Context: an optimization exercise on an open-source flow, tuned for small area. The choices shown serve that exercise and are no tape-out recipe. Only simulation tests tie the RTL to the original design; equivalence was not proved. Power is estimated from default activity; no workload was simulated.

==> flow/design.v <==
module lcd_hd44780_receiver #(
    parameter int unsigned POWER_CYCLES = 15000,
    parameter int unsigned CMD_CYCLES   = 37,
    parameter int unsigned CLEAR_CYCLES = 1520
) (
    input  logic       clk,
    input  logic       reset,
    input  logic       lcd_e,
    input  logic       lcd_rs,
    input  logic       lcd_rw,
    input  logic [3:0] lcd_d,
    output logic [3:0] lcd_d_out,
    output logic       lcd_d_oe,
    output logic       busy,
    output logic [6:0] ac,
    output logic       mode_4bit,
    output logic       display_on,
    output logic       cursor_on,
    output logic       blink_on,
    output logic       byte_valid,
    output logic       byte_rs,
    output logic [7:0] byte_data,
    output logic       protocol_err,
    input  logic [6:0] dbg_addr,
    output logic [7:0] dbg_char
);
    localparam int unsigned BMAX = (CLEAR_CYCLES > CMD_CYCLES) ? CLEAR_CYCLES : CMD_CYCLES;
    localparam int unsigned CMAX = (POWER_CYCLES > BMAX) ? POWER_CYCLES : BMAX;
    localparam int CW = $clog2(CMAX + 1);
    typedef enum logic [1:0] {S_PWR, S_BOOT, S_HI, S_LO} state_e;
    logic [2:0]       e_sync_q, rs_sync_q, rw_sync_q;
    logic [2:0][3:0]  d_sync_q;
    logic             e_s2, e_s3, rs_s2, rs_s3, rw_s2, rw_s3, fall;
    logic [3:0]       d_s3;
    state_e           state_q, state_d;
    logic [CW-1:0]    cnt_q, cnt_d;
    logic [3:0]       hi_nib_q, hi_nib_d;
    logic [6:0]       ac_q, ac_d;
    logic             id_q, id_d;
    logic [2:0]       dcb_q, dcb_d;
    logic             mode_q, mode_d, err_q, err_d;
    logic             bv_q, bv_d, brs_q, brs_d;
    logic [7:0]       bdata_q;
    logic             bseen_q;
    logic             acc;
    logic [7:0]       byte_w;
    logic             mem_we, mem_clr;
    logic             cnt_zero;
    assign e_s2   = e_sync_q[1];
    assign e_s3   = e_sync_q[2];
    assign rs_s2  = rs_sync_q[1];
    assign rs_s3  = rs_sync_q[2];
    assign rw_s2  = rw_sync_q[1];
    assign rw_s3  = rw_sync_q[2];
    assign d_s3   = d_sync_q[2];
    assign fall   = e_s3 & ~e_s2;
    assign byte_w = {hi_nib_q, d_s3};
    assign cnt_zero = (cnt_q == '0);
    assign busy = (state_q == S_PWR) || !cnt_zero;
    logic       ac_up;
    logic [6:0] ac_step;
    assign ac_up   = rs_s3 ? id_q : byte_w[2];
    assign ac_step = ac_q + {{6{~ac_up}}, 1'b1};
    always_comb begin
        state_d   = state_q;
        cnt_d     = cnt_zero ? cnt_q : cnt_q - CW'(1);
        hi_nib_d  = hi_nib_q;
        ac_d      = ac_q;
        id_d      = id_q;
        dcb_d     = dcb_q;
        mode_d    = mode_q;
        err_d     = err_q;
        bv_d      = 1'b0;
        brs_d     = brs_q;
        acc       = 1'b0;
        mem_we    = 1'b0;
        mem_clr   = 1'b0;
        unique case (state_q)
            S_PWR: begin
                if (cnt_zero) state_d = S_BOOT;
                if (fall) err_d = 1'b1;
            end
            S_BOOT: if (fall) begin
                if (rw_s3 || rs_s3 || !cnt_zero || !(d_s3 == 4'h3 || d_s3 == 4'h2)) begin
                    err_d = 1'b1;
                end else begin
                    cnt_d = CW'(CMD_CYCLES);
                    if (d_s3 == 4'h2) begin
                        state_d = S_HI;
                        mode_d  = 1'b1;
                    end
                end
            end
            S_HI: if (fall) begin
                state_d  = S_LO;
                hi_nib_d = d_s3;
                if (rw_s3 && rs_s3) err_d = 1'b1;
            end
            S_LO: if (fall) begin
                state_d = S_HI;
                if (rw_s3) begin
                    if (rs_s3) err_d = 1'b1;
                end else if (!cnt_zero) begin
                    err_d = 1'b1;
                end else begin
                    bv_d    = 1'b1;
                    brs_d   = rs_s3;
                    acc     = 1'b1;
                    cnt_d   = CW'(CMD_CYCLES);
                    if (rs_s3) begin
                        mem_we = 1'b1;
                        ac_d   = ac_step;
                    end else begin
                        priority casez (byte_w)
                            8'b1???????: ac_d = byte_w[6:0];
                            8'b01??????: ;
                            8'b001?????: if (byte_w[4]) err_d = 1'b1;
                            8'b0001????: if (!byte_w[3]) ac_d = ac_step;
                            8'b00001???: dcb_d = byte_w[2:0];
                            8'b000001??: id_d = byte_w[1];
                            8'b0000001?: begin
                                ac_d  = 7'd0;
                                cnt_d = CW'(CLEAR_CYCLES);
                            end
                            8'b00000001: begin
                                mem_clr = 1'b1;
                                ac_d    = 7'd0;
                                id_d    = 1'b1;
                                cnt_d   = CW'(CLEAR_CYCLES);
                            end
                            default: ;
                        endcase
                    end
                end
            end
        endcase
    end
    always_ff @(posedge clk) begin
        rs_sync_q <= {rs_sync_q[1:0], lcd_rs};
        rw_sync_q <= {rw_sync_q[1:0], lcd_rw};
        d_sync_q  <= {d_sync_q[1:0], lcd_d};
        hi_nib_q  <= hi_nib_d;
        if (acc && !reset) bdata_q <= byte_w;
        if (reset) begin
            e_sync_q  <= '0;
            state_q   <= S_PWR;
            cnt_q     <= CW'(POWER_CYCLES);
            ac_q      <= '0;
            id_q      <= 1'b1;
            dcb_q     <= '0;
            mode_q    <= 1'b0;
            err_q     <= 1'b0;
            bv_q      <= 1'b0;
            brs_q     <= 1'b0;
            bseen_q   <= 1'b0;
        end else begin
            e_sync_q  <= {e_sync_q[1:0], lcd_e};
            state_q   <= state_d;
            cnt_q     <= cnt_d;
            ac_q      <= ac_d;
            id_q      <= id_d;
            dcb_q     <= dcb_d;
            mode_q    <= mode_d;
            err_q     <= err_d;
            bv_q      <= bv_d;
            brs_q     <= brs_d;
            if (acc) bseen_q <= 1'b1;
        end
    end
    logic [127:0][7:0] ring_q;
    logic [6:0]        rot_q;         
    logic              pv_q;          
    logic [6:0]        pa_q;          
    logic [1:0]        clr_q;         
    logic              clearing;
    logic              slot;          
    logic [1:0]        slot_head;
    logic [7:0]        head_d;
    logic [3:0]        head_we;
    logic [6:0]        rd_pos;
    logic [7:0]        dbg_q;
    logic [7:0]        rd_d;
    assign clearing  = |clr_q;
    assign slot      = pv_q && (rot_q[4:0] == ~pa_q[4:0]);
    assign slot_head = pa_q[6:5] + rot_q[6:5] + 2'd1;
    assign head_d    = clearing ? 8'h20 : bdata_q;
    always_comb begin
        for (int k = 0; k < 4; k++) head_we[k] = clearing || (slot && slot_head == 2'(k));
    end
    logic              clr_go;
    assign clr_go = mem_clr && !reset;
    always_ff @(posedge clk) begin
        if (clr_go) rot_q <= '0;
        else        rot_q <= rot_q + 7'd1;
        for (int i = 0; i < 128; i++) begin
            if (i % 32 == 0) ring_q[i] <= head_we[i / 32] ? head_d : ring_q[(i + 127) % 128];
            else             ring_q[i] <= ring_q[i - 1];
        end
        if (mem_we && !reset) begin
            pv_q <= 1'b1;
            pa_q <= ac_q;
        end else if (slot || clr_go) begin
            pv_q <= 1'b0;
        end
        if (clr_go) clr_q <= 2'b01;
        else if (rot_q[4:0] == 5'd31) clr_q <= {clr_q[0], 1'b0};
    end
    assign rd_pos = dbg_addr + rot_q;
    logic [127:0]      rd_sel;
    logic [7:0][42:0]  rd_n;
    logic [7:0]        rd_ring;
    always_comb begin
        for (int j = 0; j < 128; j++) rd_sel[j] = (rd_pos == 7'(j));
    end
    for (genvar b = 0; b < 8; b++) begin : g_rd
        for (genvar k = 0; k < 42; k++) begin : g_aoi
            lcd_aoi222 u_aoi (
                .a0(ring_q[3 * k][b]), .a1(ring_q[3 * k + 1][b]), .a2(ring_q[3 * k + 2][b]),
                .s0(rd_sel[3 * k]), .s1(rd_sel[3 * k + 1]), .s2(rd_sel[3 * k + 2]),
                .y(rd_n[b][k])
            );
        end
        assign rd_n[b][42] = ~((ring_q[126][b] & rd_sel[126]) | (ring_q[127][b] & rd_sel[127]));
        assign rd_ring[b] = ~&rd_n[b];
    end
    always_comb begin
        if (pv_q && dbg_addr == pa_q) rd_d = bdata_q;
        else if (clearing)            rd_d = 8'h20;
        else                          rd_d = rd_ring;
    end
    always_ff @(posedge clk) begin
        if (reset) dbg_q <= '0;
        else       dbg_q <= rd_d;
    end
    always_comb begin
        lcd_d_out = 4'h0;
        if (lcd_d_oe && !rs_s2) lcd_d_out = (state_q == S_LO) ? ac_q[3:0] : {busy, ac_q[6:4]};
    end
    assign lcd_d_oe     = rw_s2 & e_s2;
    assign ac           = ac_q;
    assign mode_4bit    = mode_q;
    assign display_on   = dcb_q[2];
    assign cursor_on    = dcb_q[1];
    assign blink_on     = dcb_q[0];
    assign byte_valid   = bv_q;
    assign byte_rs      = brs_q;
    assign byte_data    = bdata_q & {8{bseen_q}};
    assign protocol_err = err_q;
    assign dbg_char     = dbg_q;
endmodule
module lcd_aoi222 (
    input  logic a0, a1, a2, s0, s1, s2,
    output logic y
);
    assign y = ~((a0 & s0) | (a1 & s1) | (a2 & s2));
endmodule
==> flow/flow/run.sh <==
#!/bin/bash
# The standard layout (the standard.sh, standard synthesis unchanged) with two changes:
# the port buffers are the smallest buffer cell, and clock tree synthesis clusters sinks under
# clkbuf_8 leaf buffers without dummy loads.
# Each tool's output goes to the ORFS logs under orfs/logs and to standard.log here.
set -euo pipefail
export BUFFER_PORTS_ARGS="-buffer_cell sky130_fd_sc_hd__buf_1"
export CTS_ARGS="-sink_clustering_enable -repair_clock_nets -sink_clustering_size 18 -sink_clustering_max_diameter 60 -buf_list sky130_fd_sc_hd__clkbuf_8 -dont_use_dummy_load"
bash standard.sh > standard.log 2>&1
==> flow/standard.sh <==
#!/bin/bash
# synth_recipe.tcl (not shown) runs the flow's synth.tcl, then flattens the netlist and writes it again
# the make line also repeats each setting of config.mk as NAME=value (left out here)
make -C /OpenROAD-flow-scripts/flow DESIGN_CONFIG=/design/flow/config.mk WORK_HOME=/design/flow/orfs CLKGATE_MAP_FILE= SYNTH_SCRIPT=/design/flow/synth_recipe.tcl "${@:-finish}"
==> flow/config.mk <==
export PLATFORM = sky130hd
export DESIGN_NAME = lcd_hd44780_receiver
export DESIGN_NICKNAME = lcd_hd44780_receiver
export VERILOG_FILES = /design/flow/design.v
export SDC_FILE = /design/flow/constraint.sdc
export NUM_CORES = 4
export LEC_CHECK = 0
export CAP_MARGIN = 20
export CORE_MARGIN = 2
export CORE_UTILIZATION = 65
export SLEW_MARGIN = 20
export SYNTH_HIERARCHICAL = 1
==> flow/constraint.sdc <==
create_clock -name core_clock -period 10.0 [get_ports {clk}]
set_input_delay 2.0000 -clock core_clock [delete_from_list [all_inputs] [get_ports {clk}]]
set_output_delay 2.0000 -clock core_clock [all_outputs]
set_load 0.01 [all_outputs]
==> results of run 1 <==
[power breakdown]
group | internal [mW] | leakage [nW] | switching (mW)
sequential | 4.45 | 9.01 | 0.0113
clock | 0.652 | 0.518 | 1.26
combinational | 0.0364 | 2.18 | 0.107
total | 5.14 | 11.7 | 1.38
[state kept, by name (all words and copies together) (netlist names), 2 cells and up]
register   count
ac_q           7
rot_q          7
d_sync_q      12
cnt_q         14
dcb_q          3
dbg_q          8
clr_q          2
e_sync_q       3
bdata_q        8
rw_sync_q      3
pa_q           7
state_q        2
rs_sync_q      3
ring_q      1024
hi_nib_q       4
[metal layers]
layer | GRT usage (%) | wire (um) | share of wire, % | vias to the layer above
li1 | - | - | - | 8760
met1 | 48.2 | 34900 | 44 | 9762
met2 | 49.3 | 34800 | 44 | 1060
met3 | 6.02 | 7150 | 9.0 | 184
met4 | 10.9 | 2710 | 3.4 | 0
met5 | 0 | 0 | 0 | -
[path summary, 6_finish.rpt]
kind	startpoint	to
min	ring_q[161]$_DFF_P_	ring_q[169]$_DFF_P_
max reg2reg	rot_q[0]$_SDFF_PP0_	dbg_q[1]$_SDFF_PP0_
max	dbg_addr[0]	dbg_q[1]$_SDFF_PP0_
min reg2reg	ring_q[161]$_DFF_P_	ring_q[169]$_DFF_P_
[Yosys stat by module, one instance, submodules excluded]
module,copies in the design,cells,flip-flops and latches
lcd_hd44780_receiver,1,1840,1114
lcd_aoi222,336,1,0
[cell usage in the layout, fill, tap and decap left out, types with 3 or more instances in the layout]
cell	Yosys	layout
a211oi_1	12	12
nand4_1	84	84
or3_1	3	3
mux2i_1	52	52
ha_1	16	16
a21oi_1	25	25
o21bai_1	5	5
inv_1	15	15
buf_4	1	33
nand2_1	49	49
nor4_1	19	19
buf_1	6	50
nor2b_1	10	10
buf_2	2	3
nor3_2	3	14
nor2_1	127	126
o21ai_2	7	7
a21o_1	3	3
a31oi_1	4	4
or2_2	4	4
clkbuf_8	0	72
and2_1	12	12
nand2b_1	12	12
nand3_1	26	26
dfxtp_1	1095	1095
xnor2_1	24	24
and3_1	3	3
xor2_1	12	12
o21ai_0	10	10
edfxtp_1	19	19
nor3_1	108	97
a22oi_1	8	8
a222oi_1	336	336
[critical path, delay by kind of cell]
kind,cells,cell delay [ns]
adder cells (fa/ha/maj),2,0.66
buffers and inverters,2,0.40
AND/OR/NAND/NOR,7,2.55
AO/OA/AOI/OAI,5,1.47
[area by class of cell]
cell class                      count  share of cell area [%]
Antenna cell                        1                 0.00775
Tap cell                          600                    2.32
Multi-Input combinational cell   1006                    23.4
Clock buffer                       72                    3.07
Timing Repair Buffer               87                    1.41
Inverter                           15                   0.174
Sequential cell                  1114                    69.6
[kinds of logic after synthesis]
kind of cell | Yosys count | share of synthesized area, %
flops | 1114 | 74.5
simple gates | 475 | 8.06
compound gates | 425 | 13.2
buf+inv | 56 | 0.717
mux | 52 | 1.72
xor+xnor | 36 | 1.04
fa+ha+maj | 18 | 0.796
==> flow_summary.yaml, run 1 <==
outcome:
  status: "complete, no violations"
finish:
  final_util_pct: 70.9
  multi_input_area_sq_um: 7550
  finalNonFillerCells: 2895
  nets: 2330
  area_delta_synth_final_pct: 6.96
  drive_gt1_share_pct: 6.45
  final-seq-area_sq_um: 22500
  fin_area_sq_um: 32300
  nFillCells: 3142
floorplanning:
  initial_core_util_pct: 66.2
  dieArea_sq_um: 48200
  die_w_um: 220
  core_sq_um: 45600
  std_cell_rows: 78
  die_h_um: 220
  io_pins: 52
power_and_ir_drop:
  power.density_nw_per_um2: 202
  finalPower_mw: 6.52
  total_leakage_power_nw: 11.7
  ir_drop_mv: 0.180
timing:
  skew_ns: 0.0773
  timing.fmax_mhz: 154
  worst_slack_ns: 3.50
  slew_viol_final: 0
  worstMarginPinSlew_ns: 1.22
  slew-limit-headroom_pct: 17.9
  period_needed_ns: 6.50
  setup-tns-final_ns: 0
  whs_ns: 0.309
  setup_violations: 0
  rsz0062_at_grt: "no"
  hold_violations: 0
  min_period_over_period_pct: 65.0
placement:
  dp.cells: 2820
  io_buffer_count: 51
  place_area_sq_um: 31300
  place_congestion: 0.965
  dp_hpwl_mm: 56.2
  pre_cts_slack_ns: 2.99
drt:
  wl_mm: 79.5
  antenna_left: 0
  remaining_drc_errors: 0
  drtPass1Iterations: 14
  drt-vias-per-instance: 6.83
  vias: 19766
  wire_per_inst_um: 27.5
  first_iter_violations: 3969
worst_setup_path:
  path_max_fanout: 44
  crit_chain: "buf_1 > ha_1 > fa_1 > a211o_2 > nand2_2 > o31ai_1 > or2_2 > buf_4 > nand2_1 > nor2_1 > a222oi_1 > nand4_1 > nor4_1 > nand3_1 > a22oi_1 > o21ai_2"
  critPathLaunchType: "input port"
  cp-end-kind: "register"
  crit_type: "in2reg"
  cpPeakStageDelay_ns: 0.76
  cp.arrival_ns: 7.11
  cpMaxStageDelayCell: "nor4_1"
  r2r_slack_ns: 4.56
  r2r_cells: 15
  critPathRequiredTime_ns: 10.60
synth:
  synth_common_cells: "dfxtp_1, a222oi_1, nor2_1"
  ys.flop_type: "dfxtp_1"
  yosys.cell_types.count: 56
  synth_seq_area_share_pct: 74.5
  synthArstFlopShare_pct: 0
  synth_seq_cells: 1114
  synth.avg_cell_area_sq_um: 13.9
  syn_nets: 2210
  synth.most_common_cell: "dfxtp_1"
  synth_top_cell_area_share_pct: 72.6
  yosys.area.top_type: "dfxtp_1"
  synth_area_leaders: "dfxtp_1, a222oi_1, edfxtp_1"
  mappedNetlistArea_sq_um: 30200
  ys_warn_count: 7
  syn-instance-count: 2176
  synth_edf_count: 19
cts:
  clk_pin_slew_worst_paths_ns: 0.11
  clockBufferDepth: 3
  cts_tree: "built"
  h-tree-depth: 3
  ctsHoldBuffers: 0
  post_cts_buffers: 0
  cts-root-buf: "clkbuf_8"
  clock-sinks: 1114
  cts_inserted_buffers: 72
  clock_latency_ns: 0.71
  cts_resized: 0
job:
  maxCapViolations: 0
hold_path:
  min_path_type: "reg2reg"
  hold_depth: 0
global_routing:
  antenna_found_initial: 1
  grt_pass1_vias: 18706
  gr-usage-all-layers_pct: 32.8
  grt_pass1_wl_mm: 118
  gr-total-overflow: 0
  grt_max_degree: 45
==> run 2, diff against run 1 <==
--- a/flow/config.mk
+++ b/flow/config.mk
@@ -5,8 +5,9 @@
 export SDC_FILE = /design/flow/constraint.sdc
 export NUM_CORES = 4
 export LEC_CHECK = 0
-export CAP_MARGIN = 20
+export CAP_MARGIN = 5
 export CORE_MARGIN = 2
-export CORE_UTILIZATION = 65
-export SLEW_MARGIN = 20
+export CORE_UTILIZATION = 40
+export GPL_TIMING_DRIVEN = 0
+export SLEW_MARGIN = 5
 export SYNTH_HIERARCHICAL = 1
==> run 2 against run 1 <==
  * Still clean
  * Register-to-register slack got worse by 0.58 ns
  * Maximum frequency fell by 8.4%
  * Synthesized cell count did not move
  * Combinational power barely moved
  * Critical path type unchanged
  * Critical endpoint is now dbg_q[0]$_SDFF_PP0_
==> flow_summary.yaml, run 2 <==
power_and_ir_drop:
  ir_drop_mv: 0.139
  total_leakage_power_nw: 11.6
  power.density_nw_per_um2: 201
  finalPower_mw: 6.57
synth:
  synth.most_common_cell: "dfxtp_1"
  synth_xor_area_share_pct: 1.04
  synth_seq_cells: 1114
  ys.flop_type: "dfxtp_1"
  synthMuxAreaShare_pct: 1.72
  synth.avg_cell_area_sq_um: 13.9
  syn_nets: 2210
  synthSimpleGateAreaFrac_pct: 8.06
  synthArstFlopShare_pct: 0
  synth_common_cells: "dfxtp_1, a222oi_1, nor2_1"
  synth_top_family_by_area: "compound AO/OA/AOI/OAI gates"
  synth_edf_count: 19
  syn-instance-count: 2176
  synth_seq_area_share_pct: 74.5
  synth_area_leaders: "dfxtp_1, a222oi_1, edfxtp_1"
  ys_warn_count: 7
  yosys.cell_types.count: 56
  mappedNetlistArea_sq_um: 30200
  synth-compound-area-share_pct: 13.2
  yosys.area.top_type: "dfxtp_1"
  synth_top_cell_area_share_pct: 72.6
  synthAdderAreaFrac_pct: 0.796
timing:
  setup-tns-final_ns: 0
  worstMarginPinSlew_ns: 1.34
  min_period_over_period_pct: 71.0
  skew_ns: 0.107
  slew_viol_final: 0
  timing.fmax_mhz: 141
  worst_slack_ns: 2.90
  setup_violations: 0
  period_needed_ns: 7.10
  hold_violations: 0
  slew-limit-headroom_pct: 9.77
  rsz0062_at_grt: "no"
finish:
  final_common_cell: "dfxtp_1"
  nets: 2340
  area_delta_synth_final_pct: 8.20
  top_register: "ring_q"
  nFillCells: 6749
  largest_reg_flops: 1024
  largestRegisters: "ring_q x1024, cnt_q x14, d_sync_q x12"
  drive_gt1_share_pct: 4.64
  final_cell_mix: "dfxtp_1, a222oi_1, nor2_1"
global_routing:
  grt_pass1_wl_mm: 119
  gr-total-overflow: 0
  grt_pass1_vias: 19151
  grt_max_degree: 19
  antenna_found_initial: 4
  gr-usage-all-layers_pct: 20.0
cts:
  clk_pin_slew_worst_paths_ns: 0.10
  cts_resized: 0
  h-tree-depth: 3
  ctsHoldBuffers: 0
  cts_tree: "built"
  post_cts_buffers: 0
  clock-sinks: 1114
  clockBufferDepth: 3
  clock_latency_ns: 0.71
  cts-root-buf: "clkbuf_8"
  cts_inserted_buffers: 76
worst_setup_path:
  critPathTopFamily: "compound AO/OA/AOI/OAI gates"
  worst-path-buf-inv: 3
  cp-end-kind: "register"
  crit_chain: "buf_1 > ha_1 > fa_1 > a211o_2 > a31o_2 > a211oi_1 > or2_2 > clkbuf_1 > clkbuf_1 > nor3_1 > a222oi_1 > nand4_1 > nor4_1 > nand3_1 > a22oi_1 > o21ai_2"
  crit_type: "in2reg"
  critPathRequiredTime_ns: 10.57
  path_max_fanout: 10
  cpPeakStageDelay_ns: 0.96
  path_common_cell: "clkbuf_1"
  cpMaxStageDelayCell: "a222oi_1"
  cp.arrival_ns: 7.67
  critPathLaunchType: "input port"
placement:
  pre_cts_slack_ns: 2.35
  io_buffer_count: 51
  place_congestion: 0.928
  dp_hpwl_mm: 56.2
floorplanning:
  die_h_um: 279
  std_cell_rows: 100
  initial_core_util_pct: 40.5
  core_sq_um: 74600
  die_w_um: 279
  io_pins: 52
  dieArea_sq_um: 77700
drt:
  antenna_left: 0
  drt-vias-per-instance: 5.96
  wire_per_inst_um: 24.2
  remaining_drc_errors: 0
  first_iter_violations: 3083
  wl_mm: 79.3
  vias: 19536
  drtPass1Iterations: 11
job:
  maxCapViolations: 0
outcome:
  status: "complete, no violations"
hold_path:
  min_path_type: "reg2reg"
==> run 2: area by class of cell <==
class                           instances  area [sq um]  area share (%)
Inverter                               15          56.3           0.172
Clock buffer                           76          1050            3.20
Buffer                                 41           160           0.490
Multi-Input combinational cell       1006          7490            22.9
Sequential cell                      1114         22500            68.8
Tap cell                              969          1210            3.71
Timing Repair Buffer                   52           196           0.601
Antenna cell                            6          15.0          0.0460
==> run 2: metal layers <==
metal / track usage (%) / wire [um] / up-vias
li1: - / - / 8760
met5: 0 / 10 / -
met3: 3.74 / 6780 / 138
met4: 7.09 / 2410 / 2
met2: 30.6 / 34500 / 931
met1: 28.4 / 35600 / 9705
==> run 2: cell families (layout without fill, tap and decap cells) <==
family,Yosys count,after routing
other,0,6
AOI/OAI and AO/OA,425,425
buffers and inverters,56,184
adders and majority gates,18,18
and+or+nand+nor,475,475
DFF,1114,1114
muxes,52,52
xor gates and xnor gates,36,36
==> run 2: stage by stage <==
step                      instance area [sq um]  hold slack [ns]  utilization [%]  cells
after floorplan                           30200            0.310                -   2176
after global placement                    31600            0.311             42.4   3196
after detailed placement                  31600            0.312             42.4   3196
after CTS                                 32600            0.304             43.8   3272
after global routing                      32700            0.307             43.8   3278
final                                     32700            0.298             43.8   3279
==> run 2: modules after synthesis (local to each module, per instance) <==
module                flops+latches  times used  cells inside  area, sq um
lcd_aoi222                        0         336             1         10.0
lcd_hd44780_receiver           1114           1          1840        26800
==> run 2: final timing paths <==
kind | depth (start not counted) | from | endpoint | slack, ns
max | 16 | dbg_addr[0] | dbg_q[0]$_SDFF_PP0_ | 2.90
min | 0 | ring_q[212]$_DFF_P_ | ring_q[220]$_DFF_P_ | 0.30
max reg2reg | 15 | rot_q[0]$_SDFF_PP0_ | dbg_q[0]$_SDFF_PP0_ | 3.98
min reg2reg | 0 | ring_q[212]$_DFF_P_ | ring_q[220]$_DFF_P_ | 0.30
==> run 2: where the power goes <==
group	switching [mW]	leakage (nW)	internal [mW]
Combinational	0.110	2.04	0.0345
Clock	1.28	0.546	0.685
Sequential	0.00875	9.01	4.45
Total	1.40	11.6	5.17
==> run 2: worst reg2reg max path: stages, from the launching register on <==
cell and delay [ns]:
dfxtp_1 0.38, ha_1 0.23, fa_1 0.41, a211o_2 0.36, a31o_2 0.24, a211oi_1 0.39
or2_2 0.18, clkbuf_1 0.34, clkbuf_1 0.45, nor3_1 0.29, a222oi_1 0.97, nand4_1 0.27
nor4_1 0.87, nand3_1 0.15, a22oi_1 0.24, o21ai_2 0.12
==> run 3, diff against run 2 <==
--- a/flow/design.v
+++ b/flow/design.v
@@ -25,9 +25,9 @@
     output logic [7:0] dbg_char
 );
     localparam int unsigned BMAX = (CLEAR_CYCLES > CMD_CYCLES) ? CLEAR_CYCLES : CMD_CYCLES;
-    localparam int unsigned CMAX = (POWER_CYCLES > BMAX) ? POWER_CYCLES : BMAX;
+    localparam int unsigned CMAX = (POWER_CYCLES + 1 > BMAX) ? POWER_CYCLES + 1 : BMAX;
     localparam int CW = $clog2(CMAX + 1);
-    typedef enum logic [1:0] {S_PWR, S_BOOT, S_HI, S_LO} state_e;
+    typedef enum logic [1:0] {S_BOOT = 2'b00, S_HI = 2'b10, S_LO = 2'b11} state_e;
     logic [2:0]       e_sync_q, rs_sync_q, rw_sync_q;
     logic [2:0][3:0]  d_sync_q;
     logic             e_s2, e_s3, rs_s2, rs_s3, rw_s2, rw_s3, fall;
@@ -38,7 +38,7 @@
     logic [6:0]       ac_q, ac_d;
     logic             id_q, id_d;
     logic [2:0]       dcb_q, dcb_d;
-    logic             mode_q, mode_d, err_q, err_d;
+    logic             err_q, err_d;
     logic             bv_q, bv_d, brs_q, brs_d;
     logic [7:0]       bdata_q;
     logic             bseen_q;
@@ -56,7 +56,7 @@
     assign fall   = e_s3 & ~e_s2;
     assign byte_w = {hi_nib_q, d_s3};
     assign cnt_zero = (cnt_q == '0);
-    assign busy = (state_q == S_PWR) || !cnt_zero;
+    assign busy = !cnt_zero;
     logic       ac_up;
     logic [6:0] ac_step;
     assign ac_up   = rs_s3 ? id_q : byte_w[2];
@@ -68,27 +68,19 @@
         ac_d      = ac_q;
         id_d      = id_q;
         dcb_d     = dcb_q;
-        mode_d    = mode_q;
         err_d     = err_q;
         bv_d      = 1'b0;
         brs_d     = brs_q;
         acc       = 1'b0;
         mem_we    = 1'b0;
         mem_clr   = 1'b0;
-        unique case (state_q)
-            S_PWR: begin
-                if (cnt_zero) state_d = S_BOOT;
-                if (fall) err_d = 1'b1;
-            end
+        case (state_q)
             S_BOOT: if (fall) begin
                 if (rw_s3 || rs_s3 || !cnt_zero || !(d_s3 == 4'h3 || d_s3 == 4'h2)) begin
                     err_d = 1'b1;
                 end else begin
                     cnt_d = CW'(CMD_CYCLES);
-                    if (d_s3 == 4'h2) begin
-                        state_d = S_HI;
-                        mode_d  = 1'b1;
-                    end
+                    if (d_s3 == 4'h2) state_d = S_HI;
                 end
             end
             S_HI: if (fall) begin
@@ -133,6 +125,7 @@
                     end
                 end
             end
+            default: ;
         endcase
     end
     always_ff @(posedge clk) begin
@@ -143,12 +136,11 @@
         if (acc && !reset) bdata_q <= byte_w;
         if (reset) begin
             e_sync_q  <= '0;
-            state_q   <= S_PWR;
-            cnt_q     <= CW'(POWER_CYCLES);
+            state_q   <= S_BOOT;
+            cnt_q     <= CW'(POWER_CYCLES + 1);
             ac_q      <= '0;
             id_q      <= 1'b1;
             dcb_q     <= '0;
-            mode_q    <= 1'b0;
             err_q     <= 1'b0;
             bv_q      <= 1'b0;
             brs_q     <= 1'b0;
@@ -160,7 +152,6 @@
             ac_q      <= ac_d;
             id_q      <= id_d;
             dcb_q     <= dcb_d;
-            mode_q    <= mode_d;
             err_q     <= err_d;
             bv_q      <= bv_d;
             brs_q     <= brs_d;
@@ -171,7 +162,7 @@
     logic [6:0]        rot_q;         
     logic              pv_q;          
     logic [6:0]        pa_q;          
-    logic [1:0]        clr_q;         
+    logic              clr_q;         
     logic              clearing;
     logic              slot;          
     logic [1:0]        slot_head;
@@ -180,7 +171,7 @@
     logic [6:0]        rd_pos;
     logic [7:0]        dbg_q;
     logic [7:0]        rd_d;
-    assign clearing  = |clr_q;
+    assign clearing  = clr_q;
     assign slot      = pv_q && (rot_q[4:0] == ~pa_q[4:0]);
     assign slot_head = pa_q[6:5] + rot_q[6:5] + 2'd1;
     assign head_d    = clearing ? 8'h20 : bdata_q;
@@ -202,8 +193,8 @@
         end else if (slot || clr_go) begin
             pv_q <= 1'b0;
         end
-        if (clr_go) clr_q <= 2'b01;
-        else if (rot_q[4:0] == 5'd31) clr_q <= {clr_q[0], 1'b0};
+        if (clr_go) clr_q <= 1'b1;
+        else if (rot_q[4:0] == 5'd31) clr_q <= 1'b0;
     end
     assign rd_pos = dbg_addr + rot_q;
     logic [127:0]      rd_sel;
@@ -238,7 +229,7 @@
     end
     assign lcd_d_oe     = rw_s2 & e_s2;
     assign ac           = ac_q;
-    assign mode_4bit    = mode_q;
+    assign mode_4bit    = state_q[1];
     assign display_on   = dcb_q[2];
     assign cursor_on    = dcb_q[1];
     assign blink_on     = dcb_q[0];
--- a/flow/config.mk
+++ b/flow/config.mk
@@ -5,9 +5,11 @@
 export SDC_FILE = /design/flow/constraint.sdc
 export NUM_CORES = 4
 export LEC_CHECK = 0
-export CAP_MARGIN = 5
+export CAP_MARGIN = 20
 export CORE_MARGIN = 2
 export CORE_UTILIZATION = 40
-export GPL_TIMING_DRIVEN = 0
-export SLEW_MARGIN = 5
+export CTS_BUF_LIST = sky130_fd_sc_hd__clkbuf_16
+export CTS_CLUSTER_DIAMETER = 100
+export CTS_CLUSTER_SIZE = 30
+export SLEW_MARGIN = 20
 export SYNTH_HIERARCHICAL = 1
==> run 3 against run 2 <==
  * Sequential power grew 9.2%
  * Die area is 0.25% lower
  * Register-to-register slack better by 0.58 ns
  * Final cell count is 0.79% lower
  * Critical path type unchanged
  * Largest power group unchanged
==> flow_summary.yaml, run 3 <==
synth:
  ys.flop_type: "dfxtp_1"
  synthAdderAreaFrac_pct: 0.922
  synth_seq_area_share_pct: 74.5
  yosys.area.top_type: "dfxtp_1"
  synth_top_family_by_area: "compound AO/OA/AOI/OAI gates"
  syn-instance-count: 2183
  synth.avg_cell_area_sq_um: 13.8
  synth_seq_cells: 1112
  synth_common_cells: "dfxtp_1, a222oi_1, nor2_1"
  synth_top_cell_area_share_pct: 72.7
  ys_warn_count: 7
  synthSimpleGateAreaFrac_pct: 7.84
  synth_xor_area_share_pct: 1.05
  synth.most_common_cell: "dfxtp_1"
  yosys.cell_types.count: 64
  syn_nets: 2220
  synthMuxAreaShare_pct: 1.40
  synth_area_leaders: "dfxtp_1, a222oi_1, nor2_1"
  mappedNetlistArea_sq_um: 30100
  synthArstFlopShare_pct: 0
  synth_edf_count: 19
  synth-compound-area-share_pct: 13.5
hold_path:
  min_path_type: "reg2reg"
  hold_depth: 0
  hp-start: "ring_q[931]$_DFF_P_"
  hold_end: "ring_q[939]$_DFF_P_"
timing:
  setup-tns-final_ns: 0
  setup_violations: 0
  skew_ns: 0.0746
  rsz0062_at_grt: "no"
  hold_violations: 0
  worstMarginPinSlew_ns: 1.12
  min_period_over_period_pct: 65.1
  slew-limit-headroom_pct: 25.0
  slew_viol_final: 0
  period_needed_ns: 6.51
  timing.fmax_mhz: 154
drt:
  vias: 19451
  drt-vias-per-instance: 5.98
  antenna_left: 0
  remaining_drc_errors: 0
  first_iter_violations: 3256
  drtPass1Iterations: 14
  wl_mm: 81.6
  wire_per_inst_um: 25.1
finish:
  area_delta_synth_final_pct: 7.79
  nets: 2322
  final_cell_mix: "dfxtp_1, a222oi_1, nor2_1"
  top_register: "ring_q"
  nFillCells: 6713
  final_common_cell: "dfxtp_1"
  largest_reg_flops: 1024
  drive_gt1_share_pct: 4.20
  multi_input_area_sq_um: 7450
  largestRegisters: "ring_q x1024, cnt_q x14, d_sync_q x12"
  final-seq-area_sq_um: 22500
  final_util_pct: 43.6
worst_setup_path:
  regToRegStartpoint: "rot_q[0]$_SDFF_PP0_"
  cp-end-kind: "register"
  crit_type: "in2reg"
  critPathRequiredTime_ns: 10.56
  path_max_fanout: 16
  r2r_slack_ns: 4.56
  cp.arrival_ns: 7.06
  r2r_cells: 14
  critPathLaunchType: "input port"
  rr_endpoint: "dbg_q[3]$_SDFF_PP0_"
power_and_ir_drop:
  total_leakage_power_nw: 11.6
  power.density_nw_per_um2: 240
  ir_drop_mv: 0.124
floorplanning:
  io_pins: 52
  dieArea_sq_um: 77500
  die_w_um: 278
  die_h_um: 278
  initial_core_util_pct: 40.5
  core_sq_um: 74400
  std_cell_rows: 100
cts:
  cts_tree: "built"
  cts_inserted_buffers: 75
  post_cts_buffers: 0
  cts_resized: 0
  ctsHoldBuffers: 0
  clock-sinks: 1112
  clock_latency_ns: 0.70
  clockBufferDepth: 3
  clk_pin_slew_worst_paths_ns: 0.11
  h-tree-depth: 3
  cts-root-buf: "clkbuf_8"
outcome:
  status: "complete, no violations"
global_routing:
  grt_max_degree: 42
  gr-usage-all-layers_pct: 20.7
  grt_pass1_vias: 19039
  antenna_found_initial: 4
  gr-total-overflow: 0
  grt_pass1_wl_mm: 122
job:
  maxCapViolations: 0
placement:
  place_congestion: 0.905
  io_buffer_count: 51
  dp_hpwl_mm: 57.7
## run 3: per-layer routing
| metal | GRT usage [%] | part of all wire [%] |
|---|---|---|
| met5 | 0 | 0.028 |
| met4 | 8.26 | 4.0 |
| met3 | 4.39 | 8.4 |
| met2 | 31.0 | 43 |
| met1 | 29.2 | 45 |
## run 3: modules after synthesis, one instance, submodules excluded
module / cells inside / times used
lcd_hd44780_receiver: 1847 / 1
lcd_aoi222: 1 / 336
## run 3: final cells by class
cell class	instances	area share (%)
sequential	1112	69.2
multi-input combinational	1017	22.9
clock buffer	75	3.18
antenna	1	0.00771
inverter	24	0.278
timing repair buffer	55	0.686
tap	969	3.73
## run 3: worst max path at each step
stage	from	to	slack (ns)	cells past startpoint
3_3_place_gp	dbg_addr[0]	dbg_q[5]$_SDFF_PP0_	3.06	15
6_report	dbg_addr[0]	dbg_q[3]$_SDFF_PP0_	3.49	15
2_1_floorplan	dbg_addr[0]	dbg_q[5]$_SDFF_PP0_	4.42	16
5_1_grt	dbg_addr[0]	dbg_q[3]$_SDFF_PP0_	3.33	15
4_1_cts	dbg_addr[0]	dbg_q[5]$_SDFF_PP0_	3.85	15
3_5_place_dp	dbg_addr[0]	dbg_q[5]$_SDFF_PP0_	3.08	15
## run 3: kinds of logic after synthesis
kind of cell               count (synthesis)
DFF                                     1112
adders and majority gates                 21
buffers and inverters                     54
muxes                                     42
AOI/OAI and AO/OA                        444
and+or+nand+nor                          474
xor gates and xnor gates                  36
## run 3: power by group
group	internal, mW	switching, mW
Clock	0.677	1.28
Sequential	4.70	0.174
Combinational	0.225	0.742
## run 3: stage by stage
stage               area (sq um)  std cells  power, mW  worst slack (ns)  hold WS, ns
CTS                        32500       3252       7.81              3.85        0.306
finish                     32500       3253       7.80              3.49        0.310
floorplan                  30100       2183       5.49              4.42        0.310
global route               32500       3253       8.09              3.33        0.315
detailed placement         31400       3177       5.89              3.08        0.314
global placement           31400       3177       5.86              3.06        0.313
## run 3: critical path: stages
cell,delay [ns]
buf_1,0.12
ha_1,0.24
fa_1,0.41
a211o_1,0.33
a31o_2,0.25
a211oi_1,0.53
or2_2,0.25
or3_1,0.55
nor2_1,0.29
a222oi_1,0.69
nand4_1,0.15
nor4_1,0.81
nand3_1,0.16
a31oi_1,0.18
o21ai_0,0.11

-- separate check: timing with driven ports --
Ports are ideal in the flow. The routed layouts listed here were re-timed in OpenROAD.
Step 1 assumes that a clkbuf_16 drives the clock port and a buf_2 every other input.
Step 2, shift: input delay + t, output delay - t, t = (earliest + latest rising clock arrival at the registers) / 2. This alone moves slack from input paths to output paths.
Three values: no drivers, after step 1, after step 2; two values: the first two.
run | shift t [ns] | setup slack, ns | hold WS [ns] | worst setup path after step 2 | worst slew at a driven data input, ns
run 1 | 0.730 | 3.496 / 3.525 / 2.794 | 0.309 / 0.309 / 0.309 | input to register | 0.03
run 2 | 0.722 | 2.902 / 2.946 / 2.224 | 0.298 / 0.298 / 0.298 | input to register | 0.04
run 3 | 0.731 | 3.492 / 3.531 / 2.800 | 0.310 / 0.310 / 0.310 | input to register | 0.05
After both steps every run listed still meets setup and hold. For run 1, which loses most, drivers alone change the setup slack by +0.029 ns; drivers and shift together by -0.702 ns.
